What follows belongs to an exercise in optimizing a design on an open flow for small area, a short achievable clock period and few clock cycles per item; a production flow would make more cautious choices. No functional check of the RTL was part of any run shown here.

==> design.v <==
package gen_ctrl_pkg;
  typedef struct packed {
    logic [47:0] dst_mac;
    logic [31:0] dst_ip;
    logic [23:0] base_psn;
  } qp_ctx_t;
  typedef enum logic [2:0] {
    IDLE,
    SEND,
    READ,
    WRITE,
    DONE
  } gen_phase_e;
endpackage
package roce_hdr_pkg;
  typedef enum logic [7:0] {
    SEND      = 8'h04,
    READ_RESP = 8'h10,
    ACK       = 8'h11
  } frame_kind_e;
  typedef struct packed {
    logic [47:0] dst_mac;
    logic [47:0] src_mac;
    logic [15:0] ethertype;
  } eth_hdr_t;
  typedef struct packed {
    logic [7:0]  ver_ihl;
    logic [7:0]  tos;
    logic [15:0] total_len;
    logic [15:0] ident;
    logic [15:0] flags_frag;
    logic [7:0]  ttl;
    logic [7:0]  protocol;
    logic [15:0] checksum;
    logic [31:0] src_ip;
    logic [31:0] dst_ip;
  } ipv4_hdr_t;
  typedef struct packed {
    logic [15:0] src_port;
    logic [15:0] dst_port;
    logic [15:0] length;
    logic [15:0] checksum;
  } udp_hdr_t;
  typedef struct packed {
    logic [7:0]  opcode;
    logic [7:0]  flags;
    logic [15:0] pkey;
    logic [7:0]  rsvd0;
    logic [23:0] dst_qp;
    logic [7:0]  rsvd1;
    logic [23:0] psn;
  } bth_t;
  typedef struct packed {
    eth_hdr_t    eth;
    ipv4_hdr_t   ipv4;
    udp_hdr_t    udp;
    bth_t        bth;
    logic [31:0] aeth;
  } roce_hdr_t;
endpackage
module qp_context_table (
  input  logic                  core_clk,
  input  logic                  core_aresetn,
  input  logic                  we_i,
  input  logic [2-1:0]  wr_idx_i,
  input  gen_ctrl_pkg::qp_ctx_t wr_ctx_i,
  input  logic [2-1:0]  rd_idx_i,
  output gen_ctrl_pkg::qp_ctx_t rd_ctx_o
);
  localparam int CTX_W = 104;   
  logic [4*CTX_W-1:0] ctx_q;
  logic [4-1:0]       vld_q;
  for (genvar i = 0; i < 4; i++) begin : g_entry
    always_ff @(posedge core_clk) begin
      if (we_i && (wr_idx_i == 2'(i))) begin
        ctx_q[i*CTX_W +: CTX_W] <= wr_ctx_i;
      end
    end
    always_ff @(posedge core_clk or negedge core_aresetn) begin
      if (!core_aresetn) begin
        vld_q[i] <= 1'b0;
      end else if (we_i && (wr_idx_i == 2'(i))) begin
        vld_q[i] <= 1'b1;
      end
    end
  end
  assign rd_ctx_o = vld_q[rd_idx_i] ? ctx_q[rd_idx_i*CTX_W +: CTX_W] : '0;
endmodule
module roce_pkt_gen_top (
  input  logic                    core_clk,
  input  logic                    core_aresetn,
  input  logic                    start_i,
  input  logic [47:0]             src_mac_i,
  input  logic [31:0]             src_ip_i,
  input  logic                    cfg_we_i,
  input  logic [2-1:0]    cfg_qp_i,
  input  logic [47:0]             cfg_mac_i,
  input  logic [31:0]             cfg_ip_i,
  input  logic [23:0]             cfg_psn_i,
  input  logic [512-1:0]      wqe_tdata_i,
  input  logic                    wqe_tvalid_i,
  input  logic                    tx_tready_i,
  output logic [512-1:0]      tx_tdata_o,
  output logic [64-1:0]  tx_tkeep_o,
  output logic                    tx_tvalid_o,
  output logic                    tx_tlast_o,
  output logic                    post_rd_wqe_o,
  output logic                    post_wr_wqe_o,
  output logic                    send_done_o,
  output logic                    read_done_o,
  output logic                    write_done_o
);
  gen_ctrl_pkg::qp_ctx_t cfg_ctx;
  gen_ctrl_pkg::qp_ctx_t rd_ctx;
  logic [2-1:0]  rd_idx;
  assign cfg_ctx = {cfg_mac_i, cfg_ip_i, cfg_psn_i};
  qp_context_table i_qp_context_table (
    .core_clk     (core_clk),
    .core_aresetn (core_aresetn),
    .we_i         (cfg_we_i),
    .wr_idx_i     (cfg_qp_i),
    .wr_ctx_i     (cfg_ctx),
    .rd_idx_i     (rd_idx),
    .rd_ctx_o     (rd_ctx)
  );
  logic [15:0] sip_q;
  logic [16:0] sip_s;
  assign sip_s = 17'(src_ip_i[31:16]) + 17'(src_ip_i[15:0]);
  always_ff @(posedge core_clk) begin
    sip_q <= sip_s[15:0] + 16'(sip_s[16]);
  end
  logic        started_q;
  logic        tvalid_q;
  logic        last_q;      
  logic [4:0]  fcnt_q;      
  logic [2:0]  beat_q;      
  logic [4:0]  nf_q;        
  logic [4:0]  rcnt_q;      
  logic        pend_q;      
  logic        dfull_q;     
  logic        post_rd_q;
  logic        post_wr_q;
  logic [23:0] dqp_q;
  logic [23:0] dpsn_q;
  logic cur_send, cur_read, accept, ld, same;
  assign cur_send = ~fcnt_q[4] & ~fcnt_q[3];
  assign cur_read = ~fcnt_q[4] &  fcnt_q[3];
  assign accept   = tvalid_q & tx_tready_i;
  assign ld       = ~tvalid_q | tx_tready_i;    
  assign same     = tvalid_q & ~last_q;         
  logic n_send, n_read, n_ok, start_frame;
  assign n_send      = ~nf_q[4] & ~nf_q[3];
  assign n_read      = ~nf_q[4] &  nf_q[3];
  assign n_ok        = started_q & ~(nf_q[4] & nf_q[3]) & (n_send | dfull_q);
  assign start_frame = ld & ~same & n_ok;
  logic       tvalid_d;
  logic [4:0] nf_d;
  assign tvalid_d = ~ld | same | n_ok;
  assign nf_d     = nf_q + 5'(start_frame);
  logic arrive, dfull_d, pend_n, can_req;
  assign arrive  = wqe_tvalid_i & pend_q;
  assign dfull_d = arrive | (dfull_q & ~(start_frame & ~n_send));
  assign pend_n  = pend_q & ~arrive;
  assign can_req = started_q & ~rcnt_q[4] & ~pend_n &
                   (~dfull_d | (~tvalid_d & (nf_d[4] | nf_d[3])));
  logic       k_send, k_read, k_last;
  logic [2:0] k_idx;
  logic [2:0] k_beat;
  assign k_send = same ? cur_send : n_send;
  assign k_read = same ? cur_read : n_read;
  assign k_idx  = same ? fcnt_q[2:0] : nf_q[2:0];
  assign k_beat = same ? beat_q + 3'd1 : 3'd0;
  assign k_last = same ? (cur_send ? (k_beat == 3'd2) : (k_beat == 3'd4)) : ~n_send & ~n_read;
  always_ff @(posedge core_clk or negedge core_aresetn) begin
    if (!core_aresetn) begin
      started_q <= 1'b0;
      tvalid_q  <= 1'b0;
      last_q    <= 1'b0;
      fcnt_q    <= '0;
      beat_q    <= '0;
      nf_q      <= '0;
      rcnt_q    <= '0;
      pend_q    <= 1'b0;
      dfull_q   <= 1'b0;
      post_rd_q <= 1'b0;
      post_wr_q <= 1'b0;
    end else begin
      started_q <= started_q | start_i;
      tvalid_q  <= tvalid_d;
      if (ld) begin
        last_q <= k_last;
      end
      if (accept) begin
        fcnt_q <= fcnt_q + 5'(last_q);
        beat_q <= last_q ? 3'd0 : beat_q + 3'd1;
      end
      nf_q      <= nf_d;
      rcnt_q    <= rcnt_q + 5'(can_req);
      pend_q    <= pend_n | can_req;
      dfull_q   <= dfull_d;
      post_rd_q <= can_req & ~rcnt_q[3];
      post_wr_q <= can_req &  rcnt_q[3];
    end
  end
  always_ff @(posedge core_clk) begin
    if (arrive) begin
      dqp_q  <= {wqe_tdata_i[47*8 +: 8],
                 wqe_tdata_i[(47+1)*8 +: 8],
                 wqe_tdata_i[(47+2)*8 +: 8]};
      dpsn_q <= {wqe_tdata_i[51*8 +: 8],
                 wqe_tdata_i[(51+1)*8 +: 8],
                 wqe_tdata_i[(51+2)*8 +: 8]};
    end
  end
  assign rd_idx = n_send ? nf_q[1:0] : dqp_q[1:0];
  logic [15:0] csum_k;
  logic [17:0] csum_s;
  logic [16:0] csum_f;
  logic [15:0] csum;
  assign csum_k = n_send ? 16'h959b : n_read ? 16'h964f : 16'h954f;
  assign csum_s = 18'(csum_k) + 18'(sip_q) + 18'(rd_ctx.dst_ip[31:16]) + 18'(rd_ctx.dst_ip[15:0]);
  assign csum_f = 17'(csum_s[15:0]) + 17'(csum_s[17:16]);
  assign csum   = ~(csum_f[15:0] + 16'(csum_f[16]));
  logic [15:0]  ip_len;
  logic [7:0]   opcode;
  logic [23:0]  h_qp;
  logic [23:0]  h_psn;
  logic [431:0] hdr_be;    
  assign ip_len = n_send ? 16'd124 : n_read ? 16'd304 : 16'd48;
  assign opcode = n_send ? 8'h04 : n_read ? 8'h10 : 8'h11;
  assign h_qp   = n_send ? 24'(nf_q[1:0]) : dqp_q;
  assign h_psn  = n_send ? rd_ctx.base_psn + 24'(nf_q[2:0]) : dpsn_q;
  assign hdr_be = {rd_ctx.dst_mac, src_mac_i, 16'h0800,
                   8'h45, 8'hb8, ip_len, 16'h5555, 16'h4000, 8'hba, 8'h11, csum,
                   src_ip_i, rd_ctx.dst_ip,
                   16'h6851, 16'h12b7, 16'(ip_len - 16'd20), 16'h0000,
                   opcode, 8'h30, 16'h666f, 8'h05, h_qp, 8'h00, h_psn};
  logic [7:0]           pay;
  logic [512-1:0]   tdata_d;
  logic [512-1:0]   tdata_q;
  logic [2:0]           keep_d;
  logic [2:0]           keep_q;
  assign pay = {3'b000, k_read, 4'(k_idx) + 4'd1};
  for (genvar j = 0; j < 64; j++) begin : g_lane
    if (j < 54) begin : g_hdr
      assign tdata_d[j*8 +: 8] = same ? pay : hdr_be[(53-j)*8 +: 8];
    end else if (j < 58) begin : g_aeth
      assign tdata_d[j*8 +: 8] = (~same & ~k_send) ? 8'h00 : pay;
    end else if (j < 62) begin : g_icrc
      assign tdata_d[j*8 +: 8] = (k_read & (k_beat == 3'd4)) ? 8'h00 : pay;
    end else begin : g_pay
      assign tdata_d[j*8 +: 8] = pay;
    end
  end
  assign keep_d = {~k_last, ~(k_last & ~k_read), ~(k_last & k_send)};
  always_ff @(posedge core_clk) begin
    if (ld) begin
      tdata_q <= tdata_d;
      keep_q  <= keep_d;
    end
  end
  assign tx_tdata_o    = tdata_q;
  assign tx_tkeep_o    = {{2{keep_q[2]}}, {4{keep_q[1]}}, {52{keep_q[0]}}, 6'h3f};
  assign tx_tlast_o    = last_q;
  assign tx_tvalid_o   = tvalid_q;
  assign post_rd_wqe_o = post_rd_q;
  assign post_wr_wqe_o = post_wr_q;
  assign send_done_o   = fcnt_q[4] | fcnt_q[3];
  assign read_done_o   = fcnt_q[4];
  assign write_done_o  = fcnt_q[4] & fcnt_q[3];
endmodule
==> run.sh <==
#!/bin/bash
# synth_recipe.tcl (not shown) runs the flow's synth.tcl, then flattens the netlist and writes it again
# the make line also repeats each setting of config.mk as NAME=value (left out here)
make -C /OpenROAD-flow-scripts/flow DESIGN_CONFIG=/design/flow/config.mk WORK_HOME=/design/flow/orfs CLKGATE_MAP_FILE= SYNTH_SCRIPT=/design/flow/synth_recipe.tcl finish
==> config.mk <==
export PLATFORM = sky130hd
export DESIGN_NAME = roce_pkt_gen_top
export DESIGN_NICKNAME = roce_pkt_gen_top
export VERILOG_FILES = /design/flow/design.v
export SDC_FILE = /design/flow/constraint.sdc
export NUM_CORES = 4
export LEC_CHECK = 0
export CAP_MARGIN = 20
export CORE_AREA = 10 10 450 450
export DIE_AREA = 0 0 460 460
export SETUP_SLACK_MARGIN = 5
export SLEW_MARGIN = 20
==> constraint.sdc <==
create_clock -name core_clock -period 10.0 [get_ports {core_clk}]
set_input_delay 2.0000 -clock core_clock [delete_from_list [all_inputs] [get_ports {core_clk}]]
set_output_delay 2.0000 -clock core_clock [all_outputs]
set_load 0.01 [all_outputs]
==> results by group, run 1 <==
Worst setup path
  • Critical Path Source: nf_q[3]$_DFF_PN0_
  • Crit path DAT: 8.60 ns
  • Crit path kind: reg2reg
  • Crit-path max cell delay: 0.58 ns
  • FF-to-FF End: tx_tdata_o[198]$_SDFFCE_PP0P_
  • Reg2Reg Depth: 36
  • Delay-heaviest family, CP: simple AND/OR/NAND/NOR gates
  • Critical Path Sink: tx_tdata_o[198]$_SDFFCE_PP0P_
  • Worst R2R Start: nf_q[3]$_DFF_PN0_
  • Bufs and invs on worst path: 6
  • CP most frequent cell: and3_4
  • Critical path startpoint category: flop
  • Worst-path maximum fanout: 7
  • Critical Path Stages: 36
  • Cell at the slowest stage of the critical path: fa_2
  • FF-to-FF setup slack: 1.83 ns
  • Worst Path Required: 10.42 ns
  • Setup crit end kind: flop

Layout
  • Most frequent cells in the layout: 729 x clkdlybuf4s50_1, 726 x edfxtp_1, 316 x nand2_1
  • Layout cells sized above 1: 0.143
  • P&R area growth vs syn: 36.3%
  • Final core occ: 0.246
  • Fillers: around 20k
  • Seq. cell area: 22800 um^2
  • Nets: 3876
  • Commonest non-fill, non-tap cell in the layout: clkdlybuf4s50_1
  • Area of the multi-input gates: about 10000 um^2

Clocking
  • Longest Clk Path Bufs: 3
  • Clk root buf: clkbuf_16
  • Worst skew pair latency: just over 0.7 ns
  • Total CTS buffers: 90
  • Worst-path clk slew: about 0.06 ns
  • CTS Sinks: about 770
  • CTS tree: done
  • Maximum level of the CTS H-tree: 3

Detailed routing
  • Detailed-route via count: 21.8k
  • DR pass1 iterations: 6
  • Post-route DRC: 0
  • Initial drt markers: 1378
  • Highest routed layer: met5
  • WL/cell: 22.7 um
  • DRT met1 WL: 48.9 mm
  • Met2 WL: 63.0 mm
  • DR WL met3: 12.3 mm
  • Via density per instance: 3.82
  • ANT nets after route: 0
  • Total Wirelength: 129 mm

Timing
  • Final setup viols: 0
  • Setup_tns: 0 ns
  • Setup ws final: between 1.5 and 2 ns
  • Crit path time final: 8.17 ns
  • Final period utilization: 0.817
  • Worst slew pin tran: 1.01 ns
  • RSZ-0062 raised after global routing: yes
  • Final hold vios: 0
  • Maximum operating frequency: 0.122 GHz
  • Fin. max-slew vios: 0
  • Slew margin rel.: 0.325
  • Worst-case clock skew: just under 0.02 ns

Logic synthesis
  • XOR/XNOR Fraction of Synth Area: 0.0206
  • Post-synth top area share: 0.626
  • Main synth FF type: edfxtp_1
  • Complex-gate fraction of the synthesized area: 0.0478
  • FF+latch count, synth: 771
  • Synth Area in Adders: 0.0359
  • Syn avg cell area: 14.0 um^2
  • Cells after synthesis: 2489
  • Register area share after synthesis: 0.656
  • Number of enable flip-flop cells after synthesis: 726
  • Async SR Flop Fraction: 0.0376
  • Yosys warning total: 2
  • Netlist cell types: 86
  • Synth Cell Area: 34800 um^2
  • Post-Synth Simple-Gate Area: 0.100
  • Post-synthesis mux area share: 0.0516
  • Synth top area cells: edfxtp_1 63%, buf_4 6.9%, mux4_2 4.9%
  • Largest family of logic cells by synthesized area: simple AND/OR/NAND/NOR gates
  • Yosys top cell by area: edfxtp_1

GRT
  • Initial antenna violation count: 45
  • Vias in the first global route: 21.9k
  • First-pass GRT wire length: 174 mm
  • Pin count of the biggest net entering global routing: 147
  • Total gr overflow: 0
  • GR Util All Layers: 0.115

Floorplan
  • Placeable Area: between 150000 and 200000 um^2
  • Initial core utilization: 0.181
  • Die H: 460 um
  • Rows: 161
  • Die width: 460 um
  • Die area: 212000 um^2
  • Top Ports: approximately 1.3k

Outcome
  • Status: timing/DRC/antenna clean

Placement
  • HPWL Detailed: 94.8 mm
  • GP Congestion: 0.819
  • Dpl ws: 0.701 ns
  • Number of I/O port buffers: 730

Job
  • Maxcap violations: 0

Worst hold path
  • Type of the worst min-delay path: reg2reg
[area by class of cell]
cell class / count / area share
repair buffers: 821 / 0.172
clock buffers: 107 / 0.0503
clock inverters: 57 / 0.0145
flip-flops and latches: 771 / 0.482
multi-input cells: 1321 / 0.207
diodes: 14 / 0.000738
well taps: 2526 / 0.0666
inverters: 82 / 0.00659
[synthesized netlist by cell type (25+ instances only)]
library cell / n
inv_1: 81
dfrtp_1: 29
mux4_2: 75
ha_1: 60
and2_1: 44
xnor2_1: 46
o21ai_0: 66
xor2_1: 32
fa_1: 25
a21oi_1: 59
buf_4: 319
a21o_1: 27
clkbuf_1: 61
nand2_1: 325
edfxtp_1: 726
and3_1: 58
nand3_1: 80
nor2_1: 106
[how the worst min path moves through the flow]
stage                         from                   to  slack, ns  cells after the start
6_report       rcnt_q[4]$_DFF_PN0_  rcnt_q[4]$_DFF_PN0_       0.48                      1
2_1_floorplan  rcnt_q[4]$_DFF_PN0_  rcnt_q[4]$_DFF_PN0_       0.45                      1
5_1_grt        rcnt_q[4]$_DFF_PN0_  rcnt_q[4]$_DFF_PN0_       0.51                      1
4_1_cts        rcnt_q[4]$_DFF_PN0_  rcnt_q[4]$_DFF_PN0_       0.48                      1
3_5_place_dp   rcnt_q[4]$_DFF_PN0_  rcnt_q[4]$_DFF_PN0_       0.47                      1
3_3_place_gp   rcnt_q[4]$_DFF_PN0_  rcnt_q[4]$_DFF_PN0_       0.47                      1
[flip-flops by register name (all words and copies together), names as in the netlist]
register / cells
keep_q: 3
dfull_q: 1
tx_tdata_o: 259
post_wr_q: 1
nf_q: 5
tvalid_q: 1
i_qp_context_table.vld_q: 4
post_rd_q: 1
i_qp_context_table.ctx_q: 416
beat_q: 3
dpsn_q: 24
pend_q: 1
dqp_q: 24
fcnt_q: 5
started_q: 1
sip_q: 16
rcnt_q: 5
last_q: 1
[metrics by stage]
step / hold slack [ns] / instances / area (um^2)
2_1_floorplan: 0.445 / 2579 / 35500
3_3_place_gp: 0.468 / 5474 / 43500
3_5_place_dp: 0.471 / 5474 / 43500
4_1_cts: 0.482 / 5670 / 47200
5_1_grt: 0.506 / 5687 / 47400
6_report: 0.480 / 5699 / 47400
[logic make-up (layout without fill, tap and decap cells)]
kind of cell	Yosys count	in the layout
flops	771	771
simple gates	730	730
xor+xnor	80	80
mux	85	85
other cells	2	106
compound gates	249	249
buf+inv	487	1067
fa+ha+maj	85	85
[routing by layer]
metal  global-route usage  up-vias
met4               0.0435       34
met3               0.0418      220
met1                0.131    10744
met5                    0        -
li1                     -     9890
met2                0.197      904
[worst reg2reg max path: cells and delay by family (launching register included)]
kind	cells	cell delay [ns]
AND/OR/NAND/NOR	12	2.48
adder cells (fa/ha/maj)	7	2.24
AO/OA/AOI/OAI	9	1.46
multiplexers	1	0.56
buffers and inverters	6	0.52
flip-flops	1	0.44
XOR/XNOR	1	0.20
[timing repair]
action / CTS / global route
pin swaps: 27 / 17
endpoints found under the hold margin: 0 / 0
cloned: 3 / 1
hold buffers: 0 / 0
setup endpoints to repair: 40 / 28
setup buffers: 29 / 13
resized for setup: 63 / 27
==> inputs of run 2 (changes only) <==
--- a/design.v
+++ b/design.v
@@ -59,32 +59,29 @@
   } roce_hdr_t;
 endpackage
 module qp_context_table (
-  input  logic                  core_clk,
-  input  logic                  core_aresetn,
-  input  logic                  we_i,
-  input  logic [2-1:0]  wr_idx_i,
-  input  gen_ctrl_pkg::qp_ctx_t wr_ctx_i,
-  input  logic [2-1:0]  rd_idx_i,
-  output gen_ctrl_pkg::qp_ctx_t rd_ctx_o
+  input  logic                     core_clk,
+  input  logic                     core_aresetn,
+  input  logic                     we_i,
+  input  logic [2-1:0]     wr_idx_i,
+  input  gen_ctrl_pkg::qp_ctx_t    wr_ctx_i,
+  output logic [4-1:0]     vld_o,
+  output logic [4*104-1:0] ctx_o
 );
   localparam int CTX_W = 104;   
-  logic [4*CTX_W-1:0] ctx_q;
-  logic [4-1:0]       vld_q;
   for (genvar i = 0; i < 4; i++) begin : g_entry
     always_ff @(posedge core_clk) begin
       if (we_i && (wr_idx_i == 2'(i))) begin
-        ctx_q[i*CTX_W +: CTX_W] <= wr_ctx_i;
+        ctx_o[i*CTX_W +: CTX_W] <= wr_ctx_i;
       end
     end
     always_ff @(posedge core_clk or negedge core_aresetn) begin
       if (!core_aresetn) begin
-        vld_q[i] <= 1'b0;
+        vld_o[i] <= 1'b0;
       end else if (we_i && (wr_idx_i == 2'(i))) begin
-        vld_q[i] <= 1'b1;
-      end
-    end
-  end
-  assign rd_ctx_o = vld_q[rd_idx_i] ? ctx_q[rd_idx_i*CTX_W +: CTX_W] : '0;
+        vld_o[i] <= 1'b1;
+      end
+    end
+  end
 endmodule
 module roce_pkt_gen_top (
   input  logic                    core_clk,
@@ -110,9 +107,14 @@
   output logic                    read_done_o,
   output logic                    write_done_o
 );
+  function automatic logic [15:0] oc_add(input logic [15:0] a, input logic [15:0] b);
+    logic [16:0] s;
+    s = 17'(a) + 17'(b);
+    oc_add = a + b + 16'(s[16]);
+  endfunction
+  logic [3:0]            tbl_vld;
+  logic [4*104-1:0]      tbl_ctx;
   gen_ctrl_pkg::qp_ctx_t cfg_ctx;
-  gen_ctrl_pkg::qp_ctx_t rd_ctx;
-  logic [2-1:0]  rd_idx;
   assign cfg_ctx = {cfg_mac_i, cfg_ip_i, cfg_psn_i};
   qp_context_table i_qp_context_table (
     .core_clk     (core_clk),
@@ -120,14 +122,12 @@
     .we_i         (cfg_we_i),
     .wr_idx_i     (cfg_qp_i),
     .wr_ctx_i     (cfg_ctx),
-    .rd_idx_i     (rd_idx),
-    .rd_ctx_o     (rd_ctx)
+    .vld_o        (tbl_vld),
+    .ctx_o        (tbl_ctx)
   );
   logic [15:0] sip_q;
-  logic [16:0] sip_s;
-  assign sip_s = 17'(src_ip_i[31:16]) + 17'(src_ip_i[15:0]);
-  always_ff @(posedge core_clk) begin
-    sip_q <= sip_s[15:0] + 16'(sip_s[16]);
+  always_ff @(posedge core_clk) begin
+    sip_q <= oc_add(src_ip_i[31:16], src_ip_i[15:0]);
   end
   logic        started_q;
   logic        tvalid_q;
@@ -212,15 +212,32 @@
                  wqe_tdata_i[(51+2)*8 +: 8]};
     end
   end
-  assign rd_idx = n_send ? nf_q[1:0] : dqp_q[1:0];
-  logic [15:0] csum_k;
-  logic [17:0] csum_s;
-  logic [16:0] csum_f;
+  logic [1:0] dsel;
+  logic [1:0] sel0, sel1;
+  logic [3:0] soh_q;
+  assign dsel = arrive ? wqe_tdata_i[(47+2)*8 +: 2] : dqp_q[1:0];
+  assign sel0 = n_send ? nf_q[1:0] : dsel;
+  assign sel1 = (nf_q[4:3] == 2'b00 && nf_q[2:0] != 3'd7) ? nf_q[1:0] + 2'd1 : dsel;
+  always_ff @(posedge core_clk) begin
+    for (int e = 0; e < 4; e++) begin
+      soh_q[e] <= tbl_vld[e] & ((start_frame ? sel1 : sel0) == 2'(e));
+    end
+  end
+  gen_ctrl_pkg::qp_ctx_t rd_ctx;
+  always_comb begin
+    rd_ctx = '0;
+    for (int e = 0; e < 4; e++) begin
+      rd_ctx = rd_ctx | ({104{soh_q[e]}} & tbl_ctx[e*104 +: 104]);
+    end
+  end
+  logic [15:0] csum_k, csum_ks, cs_x, cs_c;
   logic [15:0] csum;
-  assign csum_k = n_send ? 16'h959b : n_read ? 16'h964f : 16'h954f;
-  assign csum_s = 18'(csum_k) + 18'(sip_q) + 18'(rd_ctx.dst_ip[31:16]) + 18'(rd_ctx.dst_ip[15:0]);
-  assign csum_f = 17'(csum_s[15:0]) + 17'(csum_s[17:16]);
-  assign csum   = ~(csum_f[15:0] + 16'(csum_f[16]));
+  assign csum_k  = n_send ? 16'h959b : n_read ? 16'h964f : 16'h954f;
+  assign csum_ks = oc_add(csum_k, sip_q);
+  assign cs_x = csum_ks ^ rd_ctx.dst_ip[31:16] ^ rd_ctx.dst_ip[15:0];
+  assign cs_c = (csum_ks & rd_ctx.dst_ip[31:16]) | (csum_ks & rd_ctx.dst_ip[15:0]) |
+                (rd_ctx.dst_ip[31:16] & rd_ctx.dst_ip[15:0]);
+  assign csum = ~oc_add(cs_x, {cs_c[14:0], cs_c[15]});
   logic [15:0]  ip_len;
   logic [7:0]   opcode;
   logic [23:0]  h_qp;
==> run 2 against run 1 <==
Effect of this change:
- still clean on timing, DRC and antenna
- wire length is 6.8% higher
- first-iteration DRC count is 3.9% higher
- critical path depth stayed put
- clock skew is 0.044 ns higher
- final cell count is 4.0% lower
- clock-buffer cell count is 1 lower
- maximum frequency is 10% higher
- global-route usage is 0.79 points higher
- utilization is 1.0 points lower
- critical path type unchanged
==> results by group, run 2 <==
GRT
  • Total gr overflow: 0 (unchanged)
  • Pin count of the biggest net entering global routing: 118 (-20%)
  • Initial antenna violation count: 85 (+89%)
  • First-pass GRT wire length: 180 mm (+4.0%)
  • Vias in the first global route: 20.9k (-4.9%)
  • GR Util All Layers: 0.123 (+0.00791)

Logic synthesis
  • Synth Cell Area: 32800 um^2 (-5.8%)
  • FF+latch count, synth: 775 (+0.52%)
  • Post-synth top area share: 0.665 (+0.0389)
  • Most frequent cell after synthesis: edfxtp_1
  • Main synth FF type: edfxtp_1
  • Yosys warning total: 2 (unchanged)
  • Number of enable flip-flop cells after synthesis: 726 (unchanged)
  • Syn avg cell area: 14.4 um^2 (+2.8%)
  • Synth top area cells: edfxtp_1 66%, buf_4 7.2%, a22oi_1 3.5%
  • Post-synth top cells: 726 x edfxtp_1, 314 x buf_4, 198 x nand2_1
  • Yosys top cell by area: edfxtp_1
  • Netlist cell types: 70 (-19%)
  • Async SR Flop Fraction: 0.0374 (-0.000194)
  • Cells after synthesis: 2280 (-8.4%)
  • Register area share after synthesis: 0.699 (+0.0432)

Timing
  • Crit path time final: 7.40 ns (-0.769 ns)
  • Setup_tns: 0 ns (unchanged)
  • Worst-case clock skew: 0.0639 ns (+0.0443 ns)
  • Slew margin rel.: 0.294 (-0.0305)
  • Final hold vios: 0 (unchanged)
  • RSZ-0062 raised after global routing: yes
  • Worst slew pin tran: 1.06 ns (+0.0457 ns)
  • Setup ws final: 2.60 ns (+0.769 ns)
  • Fin. max-slew vios: 0 (unchanged)
  • Final setup viols: 0 (unchanged)
  • Maximum operating frequency: 0.135 GHz (+10%)
  • Final period utilization: 0.740 (-0.0769)
  • Hold WS: 0.467 ns (-0.0123 ns)

Clocking
  • CTS tree: done
  • Total CTS buffers: 88 (-2.2%)
  • Worst skew pair latency: 0.74 ns (+0.03 ns)
  • Hold Buf Count CTS: 0 (unchanged)
  • CTS Sinks: 775 (+0.52%)
  • Maximum level of the CTS H-tree: 3 (unchanged)
  • Worst-path clk slew: 0.06 ns (about the same)
  • Longest Clk Path Bufs: 3 (unchanged)
  • Clk root buf: clkbuf_16

Detailed routing
  • Via density per instance: 3.85 (+0.65%)
  • Initial drt markers: 1432 (+3.9%)
  • Post-route DRC: 0 (unchanged)
  • ANT nets after route: 0 (unchanged)
  • Total Wirelength: 138 mm (+6.8%)
  • DR pass1 iterations: 5 (-1)
  • WL/cell: 25.3 um (+11%)
  • Detailed-route via count: 21.0k (-3.4%)

Worst setup path
  • Crit path kind: reg2reg
  • Bufs and invs on worst path: 4 (-2)
  • Cell at the slowest stage of the critical path: fa_1
  • Critical path startpoint category: flop
  • CP most frequent cell: a21o_1
  • Delay-heaviest family, CP: compound AO/OA/AOI/OAI gates
  • Crit path DAT: 7.86 ns (-0.74 ns)
  • Worst Path Required: 10.46 ns (+0.04 ns)
  • Crit-path max cell delay: 0.55 ns (-0.03 ns)
  • Setup crit end kind: flop
  • Worst-path maximum fanout: 5 (-2)

Outcome
  • Status: timing/DRC/antenna clean

Layout
  • Commonest non-fill, non-tap cell in the layout: edfxtp_1
  • Most frequent cells in the layout: 726 x edfxtp_1, 701 x clkdlybuf4s50_1, 195 x nand2_1
  • Nets: 3625 (-6.5%)
  • Final core occ: 0.236 (-0.0104)
  • Fillers: 20.0k (+0.030%)
  • Max FFs per register: 416 (unchanged)
  • P&R area growth vs syn: 38.6%
  • Largest register by flop count: i_qp_context_table.ctx_o
  • Layout cells sized above 1: 0.122 (-0.0217)

Floorplan
  • Die area: 212000 um^2 (unchanged)
  • Rows: 161 (unchanged)
  • Die width: 460 um (unchanged)
  • Die H: 460 um (unchanged)
  • Placeable Area: 193000 um^2 (unchanged)
  • Initial core utilization: 0.170 (-0.0106)
  • Top Ports: 1287 (unchanged)

Placement
  • Number of I/O port buffers: 730 (unchanged)
  • Dpl ws: 1.87 ns (+1.17 ns)
  • HPWL Detailed: 102 mm (+7.4%)
  • GP Congestion: 0.831 (+1.5%)

Worst hold path
  • Type of the worst min-delay path: reg2reg

Job
  • Maxcap violations: 0 (unchanged)
[run 2: changes by cell type in the layout (fill, tap and decap cells not counted), sizes merged, moves of 36 or more]
cell,previous run,this run
a22oi,1,156
nand2,326,198
mux4,75,0
nand3,80,19
a21oi,59,102
and3,58,15
inv,91,49
a221oi,5,41
[run 2: worst paths after layout]
path                                                          from  cells past startpoint                                       to  slack (ns)
min in group asynchronous                             core_aresetn                      2                        nf_q[0]$_DFF_PN0_        1.67
setup / recovery                                 nf_q[4]$_DFF_PN0_                     36                tx_tdata_o[196]$_DFFE_PN_        2.60
setup reg to reg                                 nf_q[4]$_DFF_PN0_                     36                tx_tdata_o[196]$_DFFE_PN_        2.60
hold / removal             i_qp_context_table.vld_o[1]$_DFFE_PN0P_                      1  i_qp_context_table.vld_o[1]$_DFFE_PN0P_        0.47
max in group asynchronous                             core_aresetn                      2                        nf_q[4]$_DFF_PN0_        7.97
hold reg to reg            i_qp_context_table.vld_o[1]$_DFFE_PN0P_                      1  i_qp_context_table.vld_o[1]$_DFFE_PN0P_        0.47
[run 2: what timing repair did]
action | in CTS | in global routing
pin swaps | 42 | 43
buffers inserted | 31 | 10
endpoints found under the hold margin | 0 | 0
resized for setup | 120 | 46
cloned | 1 | 0
setup endpoints to repair | 33 | 21
[run 2: cell families after synthesis]
group                    synth area share
AO/OA/AOI/OAI                      0.0992
flip-flops                          0.699
buffers and inverters              0.0883
multiplexers                      0.00252
other                            0.000229
AND/OR/NAND/NOR                    0.0596
XOR/XNOR                           0.0187
adder cells (fa/ha/maj)            0.0321
[run 2: metrics by stage]
step / cell area [um^2] / cells
floorplan: 33400 / 2370
detailed placement: 41400 / 5244
finish: 45500 / 5469
global route: 45400 / 5460
global placement: 41400 / 5244
CTS: 45100 / 5441
[run 2: cell type report]
cell class / instances / area, um^2 / share of cell area
Antenna cell: 17 / 42.5 / 0.000936
Timing Repair inverter: 1 / 8.76 / 0.000193
Multi-Input combinational cell: 1140 / 7990 / 0.176
Timing Repair Buffer: 800 / 7920 / 0.174
Sequential cell: 775 / 22900 / 0.505
Clock buffer: 106 / 2320 / 0.0511
Tap cell: 2526 / 3160 / 0.0695
Clock inverter: 59 / 881 / 0.0194
Inverter: 45 / 186 / 0.00410
[run 2: metal layers]
| metal | global-route usage | wire, um | up-vias |
|---|---|---|---|
| met2 | 0.213 | 67700 | 1018 |
| met3 | 0.0457 | 13200 | 288 |
| li1 | - | - | 9292 |
| met1 | 0.133 | 49900 | 10394 |
| met5 | 0 | 373 | - |
| met4 | 0.0572 | 7030 | 56 |
==> inputs of run 3 (changes only) <==
--- a/design.v
+++ b/design.v
@@ -108,9 +108,45 @@
   output logic                    write_done_o
 );
   function automatic logic [15:0] oc_add(input logic [15:0] a, input logic [15:0] b);
-    logic [16:0] s;
-    s = 17'(a) + 17'(b);
-    oc_add = a + b + 16'(s[16]);
+    logic [15:0] p, g, gp, pp, gn, pn;
+    logic [15:0] c;
+    p  = a ^ b;
+    g  = a & b;
+    gp = g;
+    pp = p;
+    for (int d = 1; d < 16; d = d * 2) begin
+      gn = gp;
+      pn = pp;
+      for (int i = d; i < 16; i++) begin
+        gn[i] = gp[i] | (pp[i] & gp[i-d]);
+        pn[i] = pp[i] & pp[i-d];
+      end
+      gp = gn;
+      pp = pn;
+    end
+    c[0] = gp[15];
+    for (int i = 1; i < 16; i++) begin
+      c[i] = gp[i-1] | (pp[i-1] & gp[15]);
+    end
+    oc_add = p ^ c;
+  endfunction
+  function automatic logic [23:0] add24(input logic [23:0] a, input logic [23:0] b);
+    logic [23:0] p, g, gp, pp, gn, pn;
+    p  = a ^ b;
+    g  = a & b;
+    gp = g;
+    pp = p;
+    for (int d = 1; d < 24; d = d * 2) begin
+      gn = gp;
+      pn = pp;
+      for (int i = d; i < 24; i++) begin
+        gn[i] = gp[i] | (pp[i] & gp[i-d]);
+        pn[i] = pp[i] & pp[i-d];
+      end
+      gp = gn;
+      pp = pn;
+    end
+    add24 = p ^ {gp[22:0], 1'b0};
   endfunction
   logic [3:0]            tbl_vld;
   logic [4*104-1:0]      tbl_ctx;
@@ -246,7 +282,7 @@
   assign ip_len = n_send ? 16'd124 : n_read ? 16'd304 : 16'd48;
   assign opcode = n_send ? 8'h04 : n_read ? 8'h10 : 8'h11;
   assign h_qp   = n_send ? 24'(nf_q[1:0]) : dqp_q;
-  assign h_psn  = n_send ? rd_ctx.base_psn + 24'(nf_q[2:0]) : dpsn_q;
+  assign h_psn  = n_send ? add24(rd_ctx.base_psn, 24'(nf_q[2:0])) : dpsn_q;
   assign hdr_be = {rd_ctx.dst_mac, src_mac_i, 16'h0800,
                    8'h45, 8'hb8, ip_len, 16'h5555, 16'h4000, 8'hba, 8'h11, csum,
                    src_ip_i, rd_ctx.dst_ip,
==> run 3 against run 2 <==
Effect of this change:
- synthesized area grew 1.4%
- non-clock buffer count shrank 2
- largest cell class unchanged
- synthesized cell count is 3.6% higher
- final area up 0.21%
- final cell count up 1.4%
- first-iteration DRC count rose by 12%
- critical path depth fell by 16
- register-to-register slack improved by 2.2 ns
==> results by group, run 3 <==
Logic synthesis
  • Cells after synthesis: 2361 (+3.6%)
  • Post-Synth Simple-Gate Area: 0.0660 (+0.00644)
  • Largest family of logic cells by synthesized area: compound AO/OA/AOI/OAI gates
  • XOR/XNOR Fraction of Synth Area: 0.0161 (-0.00263)
  • Most frequent cell after synthesis: edfxtp_1
  • Main synth FF type: edfxtp_1
  • Syn avg cell area: 14.1 um^2 (-2.1%)
  • Synth Area in Adders: 0.0294 (-0.00270)
  • Yosys top cell by area: edfxtp_1
  • Register area share after synthesis: 0.690 (-0.00971)
  • Async SR Flop Fraction: 0.0374 (unchanged)
  • Post-synth top area share: 0.656 (-0.00923)
  • Post-synth top cells: 726 x edfxtp_1, 316 x buf_4, 217 x nand2_1
  • Number of enable flip-flop cells after synthesis: 726 (unchanged)
  • FF+latch count, synth: 775 (unchanged)
  • Synth Cell Area: 33200 um^2 (+1.4%)
  • Complex-gate fraction of the synthesized area: 0.107 (+0.00826)
  • Yosys warning total: 2 (unchanged)
  • Synth top area cells: edfxtp_1 66%, buf_4 7.1%, a22oi_1 3.6%
  • Post-synthesis mux area share: 0.00309 (+0.000567)
  • Netlist cell types: 75 (+7.1%)

Timing
  • Setup_tns: 0 ns (unchanged)
  • Crit path time final: 5.19 ns (-2.22 ns)
  • Slew margin rel.: 0.331 (+0.0363)
  • RSZ-0062 raised after global routing: yes
  • Fin. max-slew vios: 0 (unchanged)
  • Worst-case clock skew: 0.0517 ns (-0.0122 ns)
  • Final hold vios: 0 (unchanged)
  • Worst slew pin tran: 1.00 ns (-0.0544 ns)
  • Final setup viols: 0 (unchanged)
  • Final period utilization: 0.519 (-0.222)
  • Maximum operating frequency: 0.193 GHz (+43%)

Clocking
  • Maximum level of the CTS H-tree: 3 (unchanged)
  • Hold Buf Count CTS: 0 (unchanged)
  • Clk root buf: clkbuf_16
  • CTS Sinks: 775 (unchanged)
  • CTS tree: done
  • Longest Clk Path Bufs: 3 (unchanged)
  • Worst skew pair latency: 0.74 ns (about the same)
  • Total CTS buffers: 91 (+3.4%)
  • Worst-path clk slew: 0.06 ns (about the same)

Worst setup path
  • Worst R2R Start: nf_q[4]$_DFF_PN0_
  • Cell at the slowest stage of the critical path: fa_2
  • FF-to-FF setup slack: 4.81 ns (+2.22 ns)
  • Worst-path cell chain: buf_12 -> nor2b_4 -> ha_4 -> a211oi_2 -> o21ai_1 -> a211o_1 -> a211o_4 -> buf_6 -> maj3_2 -> xnor2_4 -> fa_2 -> ha_4 -> and4_4 -> and3_4 -> a32o_2 -> a21o_1 -> buf_6 -> o211ai_1 -> nand2_1 -> o311a_1
  • Crit-path max cell delay: 0.59 ns (+0.04 ns)
  • Worst-path maximum fanout: 7 (+2)
  • Worst Path Required: 10.49 ns (+0.03 ns)
  • Crit path kind: reg2reg
  • Critical path startpoint category: flop
  • Crit path DAT: 5.68 ns (-2.18 ns)
  • Critical Path Source: nf_q[4]$_DFF_PN0_
  • Setup crit end kind: flop

Layout
  • Finished layout cell area: 45500 um^2 (+0.21%)
  • Layout cells sized above 1: 0.109 (-0.0132)
  • Commonest non-fill, non-tap cell in the layout: clkdlybuf4s50_1
  • Nets: 3696 (+2.0%)
  • Max FFs per register: 416 (unchanged)
  • Post-route insts no fill: 5544 (+1.4%)
  • Most frequent cells in the layout: 730 x clkdlybuf4s50_1, 726 x edfxtp_1, 215 x nand2_1
  • Largest register by flop count: i_qp_context_table.ctx_o
  • P&R area growth vs syn: 37.0%

Detailed routing
  • Via density per instance: 3.92 (+1.9%)
  • Initial drt markers: 1608 (+12%)
  • Highest routed layer: met5
  • Total Wirelength: 138 mm (+0.14%)
  • DR WL met3: 14.3 mm (+8.8%)
  • DRT met1 WL: 50.7 mm (+1.5%)
  • ANT nets after route: 0 (unchanged)
  • Detailed-route via count: 21.7k (+3.3%)
  • Met2 WL: 65.9 mm (-2.7%)
  • Post-route DRC: 0 (unchanged)
  • WL/cell: 25.0 um (-1.2%)
  • DR pass1 iterations: 5 (unchanged)

GRT
  • Vias in the first global route: 21.7k (+3.9%)
  • First-pass GRT wire length: 182 mm (+0.92%)
  • Initial antenna violation count: 75 (-12%)
  • GR Util All Layers: 0.123 (about the same)
  • Pin count of the biggest net entering global routing: 85 (-28%)
  • Total gr overflow: 0 (unchanged)

Worst hold path
  • Hold Crit Start: i_qp_context_table.vld_o[2]$_DFFE_PN0P_
  • Type of the worst min-delay path: reg2reg

Placement
  • HPWL Detailed: 102 mm (about the same)
  • Area after DPL: 41700 um^2 (+0.78%)
  • Placed cells: 5326 (+1.6%)
  • GP Congestion: 0.811 (-2.4%)
  • Number of I/O port buffers: 730 (unchanged)

Floorplan
  • Initial core utilization: 0.173 (+0.00240)
  • Die H: 460 um (unchanged)
  • Die width: 460 um (unchanged)
  • Rows: 161 (unchanged)
  • Die area: 212000 um^2 (unchanged)
  • Placeable Area: 193000 um^2 (unchanged)
  • Top Ports: 1287 (unchanged)

Job
  • Maxcap violations: 0 (unchanged)

Outcome
  • Status: timing/DRC/antenna clean
-- run 3: changes by cell type in the layout (fill, tap and decap cells not counted), sizes merged, moves of 10 or more --
cell	delta
a21o	-13
a21oi	+18
a31oi	+10
buf	-14
clkdlybuf4s50	+29
dlygate4sd2	-11
nand2	+19
nor2	-21
o21ai	+16
o21bai	+10
-- run 3: logic make-up (layout without fill, tap and decap cells) --
logic type,after synthesis,count (layout)
multiplexers,10,10
AND/OR/NAND/NOR,464,465
XOR/XNOR,61,61
flip-flops,775,775
adder cells (fa/ha/maj),67,67
AO/OA/AOI/OAI,523,524
other,2,115
buffers and inverters,459,1001
-- run 3: final timing paths --
check,end,depth (start not counted)
worst max-delay path,tx_tdata_o[193]$_DFFE_PN_,20
worst min-delay path,i_qp_context_table.vld_o[2]$_DFFE_PN0P_,1
worst max register to register,tx_tdata_o[193]$_DFFE_PN_,20
worst min register to register,i_qp_context_table.vld_o[2]$_DFFE_PN0P_,1
max in group asynchronous,i_qp_context_table.vld_o[3]$_DFFE_PN0P_,2
min in group asynchronous,beat_q[1]$_DFFE_PN0P_,2
-- run 3: metal layers --
layer / track usage / up-vias
li1: - / 9628
met1: 0.134 / 10749
met2: 0.206 / 1027
met3: 0.0499 / 285
met4: 0.0624 / 48
met5: 0 / -
-- run 3: area by class of cell --
class	count	area (um^2)
Timing Repair Buffer	798	7860
Clock inverter	52	552
Clock buffer	110	2350
Fill cell	20093	147000
Multi-Input combinational cell	1219	8470
Antenna cell	23	57.6
Inverter	41	159
Sequential cell	775	22900
Tap cell	2526	3160
-- run 3: metrics by stage --
stage / hold WS (ns) / worst slack, ns / util
after global routing: 0.471 / 4.67 / 0.236
after CTS: 0.464 / 4.87 / 0.235
final: 0.467 / 4.81 / 0.237
after detailed placement: 0.449 / 3.73 / 0.217
after floorplan: 0.427 / 3.78 / -
after global placement: 0.444 / 3.73 / 0.217
-- run 3: repair_timing --
item | CTS | global route
pin swaps | 45 | 40
resized for setup | 77 | 30
buffers inserted | 25 | 6
gates cloned | 1 | 1
setup endpoints to repair | 17 | 17
-- run 3: worst max-delay path, delay by kind of cell (launching register included) --
kind	cells	cell delay, ns
AOI/OAI and AO/OA	8	1.95
xor gates and xnor gates	1	0.15
adders and majority gates	4	1.37
buffers and inverters	3	0.41
DFF	1	0.41
and+or+nand+nor	4	0.62
==> inputs of run 4 (changes only) <==
--- a/design.v
+++ b/design.v
@@ -161,10 +161,6 @@
     .vld_o        (tbl_vld),
     .ctx_o        (tbl_ctx)
   );
-  logic [15:0] sip_q;
-  always_ff @(posedge core_clk) begin
-    sip_q <= oc_add(src_ip_i[31:16], src_ip_i[15:0]);
-  end
   logic        started_q;
   logic        tvalid_q;
   logic        last_q;      
@@ -266,12 +262,18 @@
       rd_ctx = rd_ctx | ({104{soh_q[e]}} & tbl_ctx[e*104 +: 104]);
     end
   end
-  logic [15:0] csum_k, csum_ks, cs_x, cs_c;
+  logic [15:0] csum_k, ks_x, ks_c, cs_x, cs_c;
+  logic [15:0] ks_q;
   logic [15:0] csum;
-  assign csum_k  = n_send ? 16'h959b : n_read ? 16'h964f : 16'h954f;
-  assign csum_ks = oc_add(csum_k, sip_q);
-  assign cs_x = csum_ks ^ rd_ctx.dst_ip[31:16] ^ rd_ctx.dst_ip[15:0];
-  assign cs_c = (csum_ks & rd_ctx.dst_ip[31:16]) | (csum_ks & rd_ctx.dst_ip[15:0]) |
+  assign csum_k = n_send ? 16'h959b : n_read ? 16'h964f : 16'h954f;
+  assign ks_x = csum_k ^ src_ip_i[31:16] ^ src_ip_i[15:0];
+  assign ks_c = (csum_k & src_ip_i[31:16]) | (csum_k & src_ip_i[15:0]) |
+                (src_ip_i[31:16] & src_ip_i[15:0]);
+  always_ff @(posedge core_clk) begin
+    ks_q <= oc_add(ks_x, {ks_c[14:0], ks_c[15]});
+  end
+  assign cs_x = ks_q ^ rd_ctx.dst_ip[31:16] ^ rd_ctx.dst_ip[15:0];
+  assign cs_c = (ks_q & rd_ctx.dst_ip[31:16]) | (ks_q & rd_ctx.dst_ip[15:0]) |
                 (rd_ctx.dst_ip[31:16] & rd_ctx.dst_ip[15:0]);
   assign csum = ~oc_add(cs_x, {cs_c[14:0], cs_c[15]});
   logic [15:0]  ip_len;
==> run 4 against run 3 <==
Effect of this change:
- still clean on timing, DRC and antenna
- die area is the same
- final cell count shrank 2.5%
- final area shrank 2.6%
- critical path depth shrank 6
- synthesized cell count shrank 5.5%
==> results by group, run 4 <==
Timing
  • Final setup viols: 0 (unchanged)
  • Final hold vios: 0 (unchanged)
  • Final period utilization: 0.489 (-0.0294)
  • Hold WS: 0.461 ns (-0.00632 ns)
  • Slew margin rel.: 0.302 (-0.0291)
  • Fin. max-slew vios: 0 (unchanged)
  • Crit path time final: 4.89 ns (-0.294 ns)
  • Worst-case clock skew: 0.0208 ns (-0.0309 ns)
  • RSZ-0062 raised after global routing: no
  • Setup_tns: 0 ns (unchanged)
  • Maximum operating frequency: 0.204 GHz (+6.0%)
  • Worst slew pin tran: 1.05 ns (+0.0436 ns)

Detailed routing
  • Detailed-route via count: 20.4k (-6.1%)
  • Via density per instance: 3.77 (-3.8%)
  • Post-route DRC: 0 (unchanged)
  • Total Wirelength: 137 mm (-0.81%)
  • ANT nets after route: 0 (unchanged)
  • WL/cell: 25.4 um (+1.7%)
  • DR pass1 iterations: 6 (+1)
  • Initial drt markers: 1272 (-21%)

Floorplan
  • Initial core utilization: 0.169 (-0.00370)
  • Top Ports: 1287 (unchanged)
  • Die area: 212000 um^2 (unchanged)
  • Rows: 161 (unchanged)
  • Die H: 460 um (unchanged)
  • Placeable Area: 193000 um^2 (unchanged)
  • Die width: 460 um (unchanged)

Outcome
  • Status: timing/DRC/antenna clean

Layout
  • Commonest non-fill, non-tap cell in the layout: clkdlybuf4s50_1
  • P&R area growth vs syn: 36.4%
  • Max FFs per register: 416 (unchanged)
  • Finished layout cell area: 44400 um^2 (-2.6%)
  • Seq. cell area: 22900 um^2 (unchanged)
  • Nets: 3562 (-3.6%)
  • Most frequent cells in the layout: 730 x clkdlybuf4s50_1, 726 x edfxtp_1, 146 x nand2_1
  • Layout cells sized above 1: 0.0823 (-0.0262)
  • Final core occ: 0.230 (-0.00613)
  • Fillers: 20.1k (+0.24%)
  • Largest register by flop count: i_qp_context_table.ctx_o
  • Area of the multi-input gates: 7110 um^2 (-16%)

Placement
  • HPWL Detailed: 104 mm (+1.9%)
  • GP Congestion: 0.805 (-0.67%)
  • Area after DPL: 41100 um^2 (-1.6%)
  • Number of I/O port buffers: 730 (unchanged)

Worst setup path
  • Worst Path Required: 10.57 ns (+0.08 ns)
  • Delay-heaviest family, CP: compound AO/OA/AOI/OAI gates
  • Critical path startpoint category: primary input
  • Worst-path cell chain: clkdlybuf4s50_1 -> inv_1 -> fa_1 -> inv_1 -> ha_4 -> nand4_1 -> or2_2 -> o22ai_1 -> o211ai_1 -> a21oi_2 -> o21ai_2 -> o21ai_2 -> a31oi_1 -> xnor2_2
  • Crit-path max cell delay: 0.54 ns (-0.05 ns)
  • Setup crit end kind: flop
  • Bufs and invs on worst path: 3 (unchanged)
  • Worst-path maximum fanout: 5 (-2)
  • Cell at the slowest stage of the critical path: fa_1
  • Crit path kind: in2reg
  • Crit path DAT: 5.46 ns (-0.22 ns)

Clocking
  • Total CTS buffers: 91 (unchanged)
  • Clk root buf: clkbuf_16
  • Worst skew pair latency: 0.73 ns (about the same)
  • Longest Clk Path Bufs: 3 (unchanged)
  • Hold Buf Count CTS: 0 (unchanged)
  • CTS tree: done
  • Worst-path clk slew: 0.06 ns (about the same)
  • Maximum level of the CTS H-tree: 3 (unchanged)
  • CTS Sinks: 775 (unchanged)

Logic synthesis
  • Post-synth top area share: 0.670 (+0.0144)
  • Yosys warning total: 2 (unchanged)
  • Register area share after synthesis: 0.705 (+0.0151)
  • Most frequent cell after synthesis: edfxtp_1
  • Number of enable flip-flop cells after synthesis: 726 (unchanged)
  • Main synth FF type: edfxtp_1
  • FF+latch count, synth: 775 (unchanged)
  • Synth top area cells: edfxtp_1 67%, buf_4 7.3%, a22oi_1 2.6%
  • Yosys top cell by area: edfxtp_1
  • Cells after synthesis: 2231 (-5.5%)
  • Syn avg cell area: 14.6 um^2 (+3.6%)
  • Post-synth top cells: 726 x edfxtp_1, 317 x buf_4, 146 x nand2_1
  • Synth Cell Area: 32500 um^2 (-2.1%)
  • Async SR Flop Fraction: 0.0374 (unchanged)
  • Netlist cell types: 58 (-23%)

GRT
  • Pin count of the biggest net entering global routing: 101 (+19%)
  • Vias in the first global route: 20.6k (-4.8%)
  • First-pass GRT wire length: 179 mm (-1.6%)
  • GR Util All Layers: 0.123 (+0.000150)
  • Total gr overflow: 0 (unchanged)
  • Initial antenna violation count: 100 (+33%)

Job
  • Maxcap violations: 0 (unchanged)

Worst hold path
  • Type of the worst min-delay path: reg2reg
==> run 4: final cells by class <==
cell class              count  share of cell area
inverters                 104             0.00885
well taps                2526              0.0712
diodes                     25             0.00141
clock inverters            60              0.0133
multi-input cells        1038               0.160
repair buffers            769               0.174
clock buffers             110              0.0539
flip-flops and latches    775               0.517
==> run 4: what timing repair did <==
action	CTS	global route
endpoints found under the hold margin	0	0
resized for setup	18	11
buffers inserted	1	4
pin swaps	2	5
setup endpoints to repair	22	19
==> run 4: cells by family (layout without fill, tap and decap cells) <==
group	count (synthesis)	after routing	synth area share
flip-flops	775	775	0.705
AO/OA/AOI/OAI	461	461	0.0976
other	2	117	0.000231
XOR/XNOR	54	54	0.0145
AND/OR/NAND/NOR	346	346	0.0498
buffers and inverters	508	1043	0.0953
multiplexers	6	6	0.00192
adder cells (fa/ha/maj)	79	79	0.0359
==> run 4: path summary, 6_finish.rpt <==
| path | from | to | slack, ns | depth (start not counted) |
|---|---|---|---|---|
| hold / removal | i_qp_context_table.vld_o[0]$_DFFE_PN0P_ | i_qp_context_table.vld_o[0]$_DFFE_PN0P_ | 0.46 | 1 |
| setup reg to reg | soh_q[1]$_DFF_P_ | tx_tdata_o[199]$_SDFFCE_PP0P_ | 5.27 | 15 |
| hold reg to reg | i_qp_context_table.vld_o[0]$_DFFE_PN0P_ | i_qp_context_table.vld_o[0]$_DFFE_PN0P_ | 0.46 | 1 |
| max in group asynchronous | core_aresetn | beat_q[1]$_DFFE_PN0P_ | 8.02 | 2 |
| setup / recovery | src_ip_i[8] | ks_q[14]$_DFF_P_ | 5.11 | 14 |
| min in group asynchronous | core_aresetn | post_wr_q$_DFF_PN0_ | 1.67 | 2 |
==> run 4: metal layers <==
metal,track usage,share of wire,up-vias
met5,0,0.0042,-
met3,0.0672,0.13,322
met1,0.117,0.32,9980
met4,0.0752,0.065,88
met2,0.208,0.48,984
li1,-,-,9027
==> run 4: metrics by stage <==
| step | cells | setup slack [ns] |
|---|---|---|
| floorplan | 2321 | 4.02 |
| global placement | 5206 | 3.74 |
| detailed placement | 5207 | 3.70 |
| CTS | 5378 | 5.00 |
| global route | 5402 | 4.99 |
| finish | 5407 | 5.11 |
==> inputs of run 5 (changes only) <==
==> flow/run.sh (new file) <==
#!/bin/bash
# Standard ORFS layout, with a larger setup margin for repair_timing and
# the smallest buffer on the ports.
set -euo pipefail
export SETUP_SLACK_MARGIN=6.5
export BUFFER_PORTS_ARGS="-buffer_cell sky130_fd_sc_hd__buf_1"
bash standard.sh > flow_standard.log 2>&1
==> standard.sh (new file) <==
#!/bin/bash
# synth_recipe.tcl (not shown) runs the flow's synth.tcl, then flattens the netlist and writes it again
# the make line also repeats each setting of config.mk as NAME=value (left out here)
make -C /OpenROAD-flow-scripts/flow DESIGN_CONFIG=/design/flow/config.mk WORK_HOME=/design/flow/orfs CLKGATE_MAP_FILE= SYNTH_SCRIPT=/design/flow/synth_recipe.tcl "${@:-finish}"
--- a/config.mk
+++ b/config.mk
@@ -8,5 +8,4 @@
 export CAP_MARGIN = 20
 export CORE_AREA = 10 10 450 450
 export DIE_AREA = 0 0 460 460
-export SETUP_SLACK_MARGIN = 5
 export SLEW_MARGIN = 20
removed: run.sh
==> run 5 against run 4 <==
Effect of this change:
- non-clock buffer count increased by 144
- global-route usage grew 0.69 points
- sequential cell count is the same
- wire length is 6.7% higher
- clock skew up 0.047 ns
- die area unchanged
- register-to-register slack gained 0.56 ns
- final cell count rose by 2.7%
- utilization is 0.24 points lower
- via count increased by 4.6%
- synthesized cell count is the same
- critical path type unchanged
- critical endpoint is now ks_q[9]$_DFF_P_
==> results by group, run 5 <==
Outcome
  • Status: timing/DRC/antenna clean

Timing
  • Crit path time final: 4.42 ns (-0.473 ns)
  • Hold WS: 0.466 ns (+0.00460 ns)
  • Slew margin rel.: 0.263 (-0.0383)
  • Maximum operating frequency: 0.226 GHz (+11%)
  • Final setup viols: 0 (unchanged)
  • Worst slew pin tran: 1.10 ns (+0.0548 ns)
  • Final period utilization: 0.442 (-0.0473)
  • Final hold vios: 0 (unchanged)
  • Fin. max-slew vios: 0 (unchanged)
  • RSZ-0062 raised after global routing: yes
  • Setup_tns: 0 ns (unchanged)
  • Setup ws final: 5.58 ns (+0.473 ns)
  • Worst-case clock skew: 0.0681 ns (+0.0473 ns)

Detailed routing
  • DR pass1 iterations: 5 (-1)
  • WL/cell: 26.4 um (+3.9%)
  • Post-route DRC: 0 (unchanged)
  • Detailed-route via count: 21.3k (+4.6%)
  • Total Wirelength: 146 mm (+6.7%)
  • Via density per instance: 3.84 (+1.9%)
  • ANT nets after route: 0 (unchanged)
  • Initial drt markers: 1759 (+38%)

Worst setup path
  • Delay-heaviest family, CP: adder cells
  • CP most frequent cell: buf_4
  • Cell at the slowest stage of the critical path: fa_1
  • Crit path DAT: 4.98 ns (-0.48 ns)
  • Reg2Reg Depth: 18 (+3)
  • Crit path kind: in2reg
  • Worst Path Required: 10.56 ns (about the same)
  • FF-to-FF setup slack: 5.83 ns (+0.56 ns)
  • Bufs and invs on worst path: 4 (+1)
  • Worst-path maximum fanout: 5 (unchanged)
  • Worst-path cell chain: buf_4 -> fa_1 -> ha_4 -> nand4_1 -> or2_4 -> o22ai_2 -> o211ai_1 -> buf_4 -> a21oi_4 -> buf_12 -> o21ai_4 -> buf_4 -> nand2b_4 -> a21oi_2 -> xnor2_2
  • Setup crit end kind: flop
  • Critical path startpoint category: primary input
  • FF-to-FF End: ks_q[9]$_DFF_P_
  • Worst R2R Start: nf_q[4]$_DFF_PN0_
  • Crit-path max cell delay: 0.53 ns (about the same)

Logic synthesis
  • FF+latch count, synth: 775 (unchanged)
  • Main synth FF type: edfxtp_1
  • Async SR Flop Fraction: 0.0374 (unchanged)
  • Synth top area cells: edfxtp_1 67%, buf_4 7.3%, a22oi_1 2.6%
  • Netlist cell types: 58 (unchanged)
  • Yosys warning total: 2 (unchanged)
  • Post-synth top cells: 726 x edfxtp_1, 317 x buf_4, 146 x nand2_1
  • Register area share after synthesis: 0.705 (unchanged)
  • Syn avg cell area: 14.6 um^2 (unchanged)
  • Synth Cell Area: 32500 um^2 (unchanged)
  • Number of enable flip-flop cells after synthesis: 726 (unchanged)
  • Post-synth top area share: 0.670 (unchanged)
  • Yosys top cell by area: edfxtp_1
  • Cells after synthesis: 2231 (unchanged)
  • Most frequent cell after synthesis: edfxtp_1

Layout
  • Layout cells sized above 1: 0.227 (+0.144)
  • Commonest non-fill, non-tap cell in the layout: edfxtp_1
  • Largest register by flop count: i_qp_context_table.ctx_o
  • Fillers: 20.2k (+0.53%)
  • Most frequent cells in the layout: 726 x edfxtp_1, 586 x buf_1, 141 x nand2_1
  • Max FFs per register: 416 (unchanged)
  • P&R area growth vs syn: 34.9%
  • Nets: 3707 (+4.1%)

GRT
  • Total gr overflow: 0 (unchanged)
  • First-pass GRT wire length: 188 mm (+4.8%)
  • Pin count of the biggest net entering global routing: 106 (+5.0%)
  • Initial antenna violation count: 105 (+5.0%)
  • Met3 Track Usage GR: 0.0514 (-0.0158)
  • GR Util All Layers: 0.130 (+0.00690)
  • Vias in the first global route: 21.3k (+3.3%)
  • GR Util met2: 0.216 (+0.00794)
  • Layer with the highest usage: met2
  • Met1 usage: 0.137 (+0.0197)

Floorplan
  • Die H: 460 um (unchanged)
  • Top Ports: 1287 (unchanged)
  • Die width: 460 um (unchanged)
  • Die area: 212000 um^2 (unchanged)
  • Placeable Area: 193000 um^2 (unchanged)
  • Initial core utilization: 0.169 (unchanged)
  • Rows: 161 (unchanged)

Worst hold path
  • Hold Path Cell Cnt: 1 (unchanged)
  • Type of the worst min-delay path: reg2reg
  • Endpoint, Worst Hold: i_qp_context_table.vld_o[0]$_DFFE_PN0P_
  • Hold Crit Start: i_qp_context_table.vld_o[0]$_DFFE_PN0P_

Placement
  • Number of I/O port buffers: 730 (unchanged)
  • Dpl ws: 4.11 ns (+0.405 ns)
  • HPWL Detailed: 103 mm (-0.69%)
  • GP Congestion: 0.807 (+0.26%)

Clocking
  • Worst skew pair latency: 0.75 ns (+0.02 ns)
  • Maximum level of the CTS H-tree: 3 (unchanged)
  • Total CTS buffers: 88 (-3.3%)
  • Longest Clk Path Bufs: 3 (unchanged)
  • CTS tree: done
  • Clk root buf: clkbuf_16
  • CTS Sinks: 775 (unchanged)
  • Hold Buf Count CTS: 0 (unchanged)
  • Worst-path clk slew: 0.06 ns (about the same)

Job
  • Maxcap violations: 0 (unchanged)
==> run 5: cell types whose count changed in the layout (fill, tap and decap cells not counted), moves of 20 or more <==
cell             previous run  this run
clkdlybuf4s50_1           730         0
buf_1                       0       586
buf_6                       1       124
buf_4                      29        92
buf_12                      3        36
buf_2                       0        29
a221oi_1                   58        33
a221oi_4                    0        24
inv_1                     100        78
ha_1                       49        29
==> run 5: cell type report <==
| type | instances | area, um^2 | area share |
|---|---|---|---|
| diodes | 33 | 82.6 | 0.00188 |
| clock buffers | 99 | 2260 | 0.0516 |
| clock inverters | 60 | 709 | 0.0162 |
| inverters | 104 | 429 | 0.00978 |
| multi-input cells | 1042 | 8360 | 0.190 |
| flip-flops and latches | 775 | 22900 | 0.523 |
| well taps | 2526 | 3160 | 0.0720 |
| repair buffers | 913 | 5950 | 0.135 |
==> run 5: cell families after synthesis <==
logic type      after synthesis  share of synthesized area
xor+xnor                     54                     0.0145
simple gates                346                     0.0498
buf+inv                     508                     0.0953
mux                           6                    0.00192
flops                       775                      0.705
fa+ha+maj                    79                     0.0359
other cells                   2                   0.000231
compound gates              461                     0.0976
==> run 5: how the worst max path moves through the flow <==
stage / cells past startpoint / slack [ns] / from / to
floorplan: 15 / 4.03 / tx_tready_i / rcnt_q[4]$_DFF_PN0_
global placement: 11 / 4.10 / src_ip_i[25] / ks_q[12]$_DFF_P_
detailed placement: 11 / 4.11 / src_ip_i[25] / ks_q[12]$_DFF_P_
CTS: 16 / 5.65 / src_ip_i[2] / ks_q[7]$_DFF_P_
global route: 15 / 5.56 / src_ip_i[9] / ks_q[10]$_DFF_P_
finish: 15 / 5.58 / src_ip_i[25] / ks_q[9]$_DFF_P_
==> run 5: timing repair <==
| item | CTS | global route |
|---|---|---|
| endpoints found under the setup margin | 536 | 269 |
| cloned | 17 | 5 |
| setup buffers | 88 | 42 |
| pin swaps | 63 | 72 |
| resized for setup | 296 | 302 |
==> run 5: per-stage QoR <==
step | util | std cells | cell area [um^2]
5_1_grt | 0.228 | 5538 | 43900
2_1_floorplan | - | 2321 | 33500
3_3_place_gp | 0.191 | 5208 | 36900
6_report | 0.228 | 5552 | 43900
3_5_place_dp | 0.191 | 5208 | 36900
4_1_cts | 0.220 | 5472 | 42400
==> run 5: layer usage <==
layer	vias up	part of all wire
met5	-	0.0026
met3	305	0.10
met2	1096	0.47
met4	58	0.076
met1	10563	0.34
li1	9320	-

static timing again, ports no longer ideal:
Ports are ideal in the flow. The routed layouts listed here were re-timed in OpenROAD.
Step 1, drivers: a clkbuf_16 drives core_clk and a buf_2 each remaining input, both assumed.
Step 2 moves the port delays by t, midway between the first and last clock arrival at a register: inputs arrive t later, outputs are due t later. That takes back most of the time a late clock gives input paths.
Slacks: ideal ports / drivers / drivers and shift; pairs: ideal ports / drivers.
run	t (ns)	setup WS [ns]	hold slack, ns	worst setup path after step 2	pins driven straight from the clock port
run 1	0.774	1.826 / 1.826 / 1.826	0.480 / 0.480 / 0.480	register to register	1
run 2	0.792	2.595 / 2.595 / 2.595	0.467 / 0.467 / 0.467	register to register	1
run 3	0.785	4.813 / 4.813 / 4.578	0.467 / 0.467 / 0.467	input to register	1
run 4	0.782	5.107 / 5.092 / 4.309	0.461 / 0.461 / 0.461	input to register	1
run 5	0.784	5.580 / 5.566 / 4.781	0.466 / 0.466 / 0.466	input to register	1
After both steps setup and hold are still met in every run listed. For run 5, which loses most, drivers alone change the setup slack by -0.014 ns; drivers and shift together by -0.799 ns.
